This is an optimization exercise on Yosys and OpenROAD, whose aim is small area, a short achievable clock period and few clock cycles, not a production implementation. Only simulation tests tie the RTL to the original design; equivalence was not proved. Power is estimated from default activity; no workload was simulated.

==> inputs of job 2303 <==
Design conv1d_pool_layer, start of the top module:
module conv1d_pool_layer
#(
  parameter int DW     = 32,
  parameter int FRAC   = 0,
  parameter int IN_CH  = 1,
  parameter int OUT_CH = 2,
  parameter int SIZE_K = 3,
  parameter int POOL   = 2,
  parameter int LEN    = 8
) (
  input  logic                 clk,
  input  logic                 RSTn,
  input  logic                 i_EN_w,
  input  logic                 i_EN_c,
  output logic                 o_busy,
  input  logic [DW*IN_CH-1:0]  i_data,
  input  logic                 i_stb_in,
  output logic                 o_ack_in,
  output logic [DW*OUT_CH-1:0] o_data,
  output logic                 o_stb_out,
  input  logic                 i_ack_out
);
==> module conv1d_pe, before the edit <==
module conv1d_pe (
  input  logic        clk,
  input  logic [31:0] x,                
  input  logic [31:0] xn,               
  input  logic [31:0] wd0, wd1, wd2,    
  input  logic [31:0] bias,
  input  logic        en,               
  input  logic        pool_we,          
  output logic [31:0] res_o             
);
  logic [31:0] u0s_d, u0c_d, u1s_d, u1c_d, uys_d, uyc_d;
  logic [31:0] u0s_q, u0c_q, u1s_q, u1c_q, uys_q, uyc_q;
  logic [3:0]  u0e_d, u1e_d, uye_d, u0e_q, u1e_q, uye_q;   
  logic [31:0] us;                      
  logic [31:0] yb, pb_q;
  logic        sa_q;                    
  logic        gt;
  conv1d_tap0 u_t0 (.x(x), .xn(xn), .wd(wd0), .s_o(u0s_d), .c_o(u0c_d), .e_o(u0e_d));
  conv1d_tap1 u_t1 (.x(x), .xn(xn), .wd(wd1), .acc_s(u0s_q), .acc_c(u0c_q), .acc_e(u0e_q),
                    .s_o(u1s_d), .c_o(u1c_d), .e_o(u1e_d));
  conv1d_tap1 u_t2 (.x(x), .xn(xn), .wd(wd2), .acc_s(u1s_q), .acc_c(u1c_q), .acc_e(u1e_q),
                    .s_o(uys_d), .c_o(uyc_d), .e_o(uye_d));
  always_ff @(posedge clk) begin
    if (en) begin
      u0s_q <= u0s_d;
      u0c_q <= u0c_d;
      u1s_q <= u1s_d;
      u1c_q <= u1c_d;
      uys_q <= uys_d;
      uyc_q <= uyc_d;
      u0e_q <= u0e_d;
      u1e_q <= u1e_d;
      uye_q <= uye_d;
    end
    if (pool_we) begin
      pb_q <= yb;
      sa_q <= ys[31];
    end
  end
  logic [31:0] a, b, bs, bc, ys, d;
  assign us = {uys_q[31] ^ (^uye_q), uys_q[30:0]};
  assign a  = ~us;
  assign b  = ~uyc_q;
  assign bs = a ^ b ^ bias;
  assign bc = (a & b) | (bias & (a ^ b));
  add32 u_y (.a(a),  .b(b),                 .cin(1'b0), .s(ys));    
  add32 u_b (.a(bs), .b({bc[30:0], 1'b0}), .cin(1'b0), .s(yb));
  add32 u_d (.a(yb), .b(~pb_q),            .cin(1'b0), .s(d));     
  assign gt    = (ys[31] ^ sa_q) ? sa_q : ~d[31];
  assign res_o = gt ? yb : pb_q;
endmodule
==> flow/config.mk <==
export PLATFORM = sky130hd
export DESIGN_NAME = conv1d_pool_layer
export DESIGN_NICKNAME = conv1d_pool_layer
export VERILOG_FILES = /design/flow/design.v
export SDC_FILE = /design/flow/constraint.sdc
export NUM_CORES = 4
export LEC_CHECK = 0
export ABC_AREA = 1
export CAP_MARGIN = 20
export CORE_MARGIN = 2
export CORE_UTILIZATION = 65
export SLEW_MARGIN = 20
==> flow/constraint.sdc <==
create_clock -name core_clock -period 17.0 [get_ports {clk}]
set_input_delay 3.4000 -clock core_clock [delete_from_list [all_inputs] [get_ports {clk}]]
set_output_delay 3.4000 -clock core_clock [all_outputs]
set_load 0.01 [all_outputs]
standard.sh (not shown) runs the stock make flow with config.mk's settings and CLKGATE_MAP_FILE= SYNTH_SCRIPT=/design/flow/synth_recipe.tcl, a recipe that flattens the netlist after the stock synthesis.
==> flow/flow/run.sh <==
#!/bin/bash
# Standard synthesis, then the standard layout with repair_timing aiming at a
# setup slack margin and buf_4 cells as the port buffers (the SDC, clock period
# and all other settings unchanged).
set -euo pipefail
bash standard.sh synth > synth.log 2>&1
bash standard.sh SETUP_SLACK_MARGIN=12.25 "BUFFER_PORTS_ARGS=-buffer_cell sky130_fd_sc_hd__buf_4" finish > layout.log 2>&1
==> job 6300: changes against job 2303 <==
--- a/flow/config.mk
+++ b/flow/config.mk
@@ -4,9 +4,9 @@
 export VERILOG_FILES = /design/flow/design.v
 export SDC_FILE = /design/flow/constraint.sdc
 export NUM_CORES = 4
 export LEC_CHECK = 0
 export ABC_AREA = 1
 export CAP_MARGIN = 20
 export CORE_MARGIN = 2
-export CORE_UTILIZATION = 65
+export CORE_UTILIZATION = 55
 export SLEW_MARGIN = 20
==> job 8952: changes against job 2303 <==
--- a/flow/design.v
+++ b/flow/design.v
@@ -2031,46 +2031,45 @@
   input  logic [31:0] wd0, wd1, wd2,    
   input  logic [31:0] bias,
   input  logic        en,               
   input  logic        pool_we,          
   output logic [31:0] res_o             
 );
   logic [31:0] u0s_d, u0c_d, u1s_d, u1c_d, uys_d, uyc_d;
-  logic [31:0] u0s_q, u0c_q, u1s_q, u1c_q, uys_q, uyc_q;
+  logic [31:0] u0s_q, u0c_q, u1s_q, u1c_q;
+  logic [31:0] uysn_q, uycn_q;          
   logic [3:0]  u0e_d, u1e_d, uye_d, u0e_q, u1e_q, uye_q;   
-  logic [31:0] us;                      
   logic [31:0] yb, pb_q;
   logic        sa_q;                    
   logic        gt;
   conv1d_tap0 u_t0 (.x(x), .xn(xn), .wd(wd0), .s_o(u0s_d), .c_o(u0c_d), .e_o(u0e_d));
   conv1d_tap1 u_t1 (.x(x), .xn(xn), .wd(wd1), .acc_s(u0s_q), .acc_c(u0c_q), .acc_e(u0e_q),
                     .s_o(u1s_d), .c_o(u1c_d), .e_o(u1e_d));
   conv1d_tap1 u_t2 (.x(x), .xn(xn), .wd(wd2), .acc_s(u1s_q), .acc_c(u1c_q), .acc_e(u1e_q),
                     .s_o(uys_d), .c_o(uyc_d), .e_o(uye_d));
   always_ff @(posedge clk) begin
     if (en) begin
       u0s_q <= u0s_d;
       u0c_q <= u0c_d;
       u1s_q <= u1s_d;
       u1c_q <= u1c_d;
-      uys_q <= uys_d;
-      uyc_q <= uyc_d;
+      uysn_q <= ~uys_d;
+      uycn_q <= ~uyc_d;
       u0e_q <= u0e_d;
       u1e_q <= u1e_d;
       uye_q <= uye_d;
     end
     if (pool_we) begin
       pb_q <= yb;
       sa_q <= ys[31];
     end
   end
   logic [31:0] a, b, bs, bc, ys, d;
-  assign us = {uys_q[31] ^ (^uye_q), uys_q[30:0]};
-  assign a  = ~us;
-  assign b  = ~uyc_q;
+  assign a  = {uysn_q[31] ^ (^uye_q), uysn_q[30:0]};    
+  assign b  = uycn_q;
   assign bs = a ^ b ^ bias;
   assign bc = (a & b) | (bias & (a ^ b));
   add32 u_y (.a(a),  .b(b),                 .cin(1'b0), .s(ys));    
   add32 u_b (.a(bs), .b({bc[30:0], 1'b0}), .cin(1'b0), .s(yb));
   add32 u_d (.a(yb), .b(~pb_q),            .cin(1'b0), .s(d));     
   assign gt    = (ys[31] ^ sa_q) ? sa_q : ~d[31];
   assign res_o = gt ? yb : pb_q;
@@ -2111,15 +2110,14 @@
   logic       wl_q, wl_d;            
   logic       tx, blocked, cs_en, res_we;
   logic [31:0] b_q [2];              
   logic [31:0] wd_q [6];             
   logic [31:0] wd_in;                
   logic [3:0]  ln_q, ln_d;           
   logic [31:0] x_q;                  
-  logic [31:0] xn_q;                 
   logic [63:0] out_q;
   logic [31:0] res0, res1;
   assign tx      = i_stb_in && ack_q;
   assign blocked = csv_q && cso_q && stb_q;
   assign cs_en   = !blocked;         
   assign res_we  = csv_q && cso_q && !blocked;
   always_comb begin
@@ -2208,22 +2206,21 @@
       for (int k = 0; k < 5; k++) wd_q[k] <= wd_q[k+1];
       wd_q[5] <= wd_in;
     end
   end
   always_ff @(posedge clk) begin
     if (ack_q) begin
       x_q  <= i_data;
-      xn_q <= ~i_data;
     end
   end
   conv1d_pe u_pe0 (
     .clk(clk), .x(x_q), .xn(~x_q), .wd0(wd_q[0]), .wd1(wd_q[1]), .wd2(wd_q[2]), .bias(b_q[0]),
     .en(wv_q && cs_en), .pool_we(csv_q && !cso_q), .res_o(res0));
   conv1d_pe u_pe1 (
-    .clk(clk), .x(~xn_q), .xn(xn_q), .wd0(wd_q[3]), .wd1(wd_q[4]), .wd2(wd_q[5]), .bias(b_q[1]),
+    .clk(clk), .x(x_q), .xn(~x_q), .wd0(wd_q[3]), .wd1(wd_q[4]), .wd2(wd_q[5]), .bias(b_q[1]),
     .en(wv_q && cs_en), .pool_we(csv_q && !cso_q), .res_o(res1));
   always_ff @(posedge clk) begin
     if (res_we) out_q <= {res1, res0};
   end
   assign o_busy    = busy_q;
   assign o_ack_in  = ack_q;
   assign o_stb_out = stb_q;
--- a/flow/config.mk
+++ b/flow/config.mk
@@ -4,9 +4,9 @@
 export VERILOG_FILES = /design/flow/design.v
 export SDC_FILE = /design/flow/constraint.sdc
 export NUM_CORES = 4
 export LEC_CHECK = 0
 export ABC_AREA = 1
 export CAP_MARGIN = 20
 export CORE_MARGIN = 2
-export CORE_UTILIZATION = 65
+export CORE_UTILIZATION = 55
 export SLEW_MARGIN = 20
==> job 3664: changes against job 2303 <==
--- a/flow/design.v
+++ b/flow/design.v
@@ -2031,46 +2031,45 @@
   input  logic [31:0] wd0, wd1, wd2,    
   input  logic [31:0] bias,
   input  logic        en,               
   input  logic        pool_we,          
   output logic [31:0] res_o             
 );
   logic [31:0] u0s_d, u0c_d, u1s_d, u1c_d, uys_d, uyc_d;
-  logic [31:0] u0s_q, u0c_q, u1s_q, u1c_q, uys_q, uyc_q;
+  logic [31:0] u0s_q, u0c_q, u1s_q, u1c_q;
+  logic [31:0] uysn_q, uycn_q;          
   logic [3:0]  u0e_d, u1e_d, uye_d, u0e_q, u1e_q, uye_q;   
-  logic [31:0] us;                      
   logic [31:0] yb, pb_q;
   logic        sa_q;                    
   logic        gt;
   conv1d_tap0 u_t0 (.x(x), .xn(xn), .wd(wd0), .s_o(u0s_d), .c_o(u0c_d), .e_o(u0e_d));
   conv1d_tap1 u_t1 (.x(x), .xn(xn), .wd(wd1), .acc_s(u0s_q), .acc_c(u0c_q), .acc_e(u0e_q),
                     .s_o(u1s_d), .c_o(u1c_d), .e_o(u1e_d));
   conv1d_tap1 u_t2 (.x(x), .xn(xn), .wd(wd2), .acc_s(u1s_q), .acc_c(u1c_q), .acc_e(u1e_q),
                     .s_o(uys_d), .c_o(uyc_d), .e_o(uye_d));
   always_ff @(posedge clk) begin
     if (en) begin
       u0s_q <= u0s_d;
       u0c_q <= u0c_d;
       u1s_q <= u1s_d;
       u1c_q <= u1c_d;
-      uys_q <= uys_d;
-      uyc_q <= uyc_d;
+      uysn_q <= ~uys_d;
+      uycn_q <= ~uyc_d;
       u0e_q <= u0e_d;
       u1e_q <= u1e_d;
       uye_q <= uye_d;
     end
     if (pool_we) begin
       pb_q <= yb;
       sa_q <= ys[31];
     end
   end
   logic [31:0] a, b, bs, bc, ys, d;
-  assign us = {uys_q[31] ^ (^uye_q), uys_q[30:0]};
-  assign a  = ~us;
-  assign b  = ~uyc_q;
+  assign a  = {uysn_q[31] ^ (^uye_q), uysn_q[30:0]};    
+  assign b  = uycn_q;
   assign bs = a ^ b ^ bias;
   assign bc = (a & b) | (bias & (a ^ b));
   add32 u_y (.a(a),  .b(b),                 .cin(1'b0), .s(ys));    
   add32 u_b (.a(bs), .b({bc[30:0], 1'b0}), .cin(1'b0), .s(yb));
   add32 u_d (.a(yb), .b(~pb_q),            .cin(1'b0), .s(d));     
   assign gt    = (ys[31] ^ sa_q) ? sa_q : ~d[31];
   assign res_o = gt ? yb : pb_q;
==> flow/flow/run.sh (replaced) <==
#!/bin/bash
# Standard synthesis, then the standard layout with repair_timing aiming at a
# setup slack margin and buf_4 cells as the port buffers (the SDC, clock period
# and all other settings unchanged).
set -euo pipefail
bash standard.sh synth > synth.log 2>&1
bash standard.sh SETUP_SLACK_MARGIN=12.15 "BUFFER_PORTS_ARGS=-buffer_cell sky130_fd_sc_hd__buf_4" finish > layout.log 2>&1
==> qor summary <==
| metric | job 3664 | job 2303 | job 6300 | job 8952 |
|---|---|---|---|---|
| Clock group total power | 2.46 mW | 2.43 mW | 2.44 mW | 2.41 mW |
| Static Leak | 46.3 nW | 47.8 nW | 48.3 nW | 46.7 nW |
| Global-route track usage on met1 | 64.9% | 63.3% | 59.9% | 59.3% |
| Routing usage on met2 | 69.8% | 68.5% | 63.6% | 63.8% |
| N_taps | 2030 | 2044 | 2370 | 2355 |
| Final Instance Count excl. Fillers | 12500 | 12800 | 13200 | 12800 |
| Wirelength per Cell | 32.0 um | 31.0 um | 32.3 um | 34.2 um |
| Synth Area in Simple Gates | 8.31% | 8.42% | 8.42% | 8.51% |
| Number of nets in the layout | 12300 | 12600 | 12600 | 12300 |
| Fraction of area in registers | 24.3% | 23.8% | 23.5% | 23.1% |
| Area occupied by registers | 0.0262 sq mm | 0.0262 sq mm | 0.0262 sq mm | 0.0252 sq mm |
| Adder and majority gate portion of the synthesized area | 35.1% | 34.8% | 34.8% | 35.4% |
| Synth unique cells | 55 | 56 | 56 | 55 |
| Number of detailed-route iterations in the first pass | 17 | 12 | 9 | 12 |
| Vias per cell | 7.11 | 6.95 | 6.73 | 6.90 |
| Status | complete, no violations | complete, no violations | complete, no violations | complete, no violations |
| Share of total power in sequential cells | 24.2% | 27.1% | 27.0% | 23.0% |
| Post-synthesis mux area share | 0.0101% | 0.00997% | 0.00997% | 0.0102% |
| Avg Synthesized Cell Area | 9.31 sq um | 9.23 sq um | 9.23 sq um | 9.28 sq um |
| Largest fanout on the critical path | 29 | 8 | 1 | 38 |
Testbench counts of job 2303, summed over its fixed seeds: cycles 3,368.
Testbench counts of job 6300, summed over its fixed seeds: cycles 3,368.
Testbench counts of job 8952, summed over its fixed seeds: cycles 3,368.
Testbench counts of job 3664, summed over its fixed seeds: cycles 3,368.

[separate check: timing with driven ports]
The flow's constraints put no driver on any port. The routed layouts listed below were extracted and timed again, unchanged, in two steps.
Step 1 assumes that a clkbuf_16 drives the clock port and a buf_2 every other input.
Step 2 times the ports against the registers' clock, not the clock port: input delays grow and output delays shrink by t, the midpoint of the rising clock arrivals with the driver on.
Slacks: no drivers / after step 1 / after step 2; pairs: no drivers / after step 1.
run	t (ns)	slack for setup (ns)	hold WS [ns]	clock arrival spread, ns	worst register clock-pin slew, ns
job 2303	0.843	12.142 / 12.134 / 12.142	0.399 / 0.399 / 0.399	0.044 / 0.044	0.07 / 0.07
job 6300	0.889	12.189 / 12.097 / 12.214	0.400 / 0.400 / 0.400	0.055 / 0.054	0.07 / 0.07
job 8952	0.888	12.211 / 12.143 / 12.211	0.392 / 0.392 / 0.392	0.082 / 0.082	0.08 / 0.08
job 3664	0.855	12.123 / 12.071 / 12.123	0.399 / 0.399 / 0.399	0.086 / 0.086	0.07 / 0.07
After both steps setup and hold are still met in every run listed.
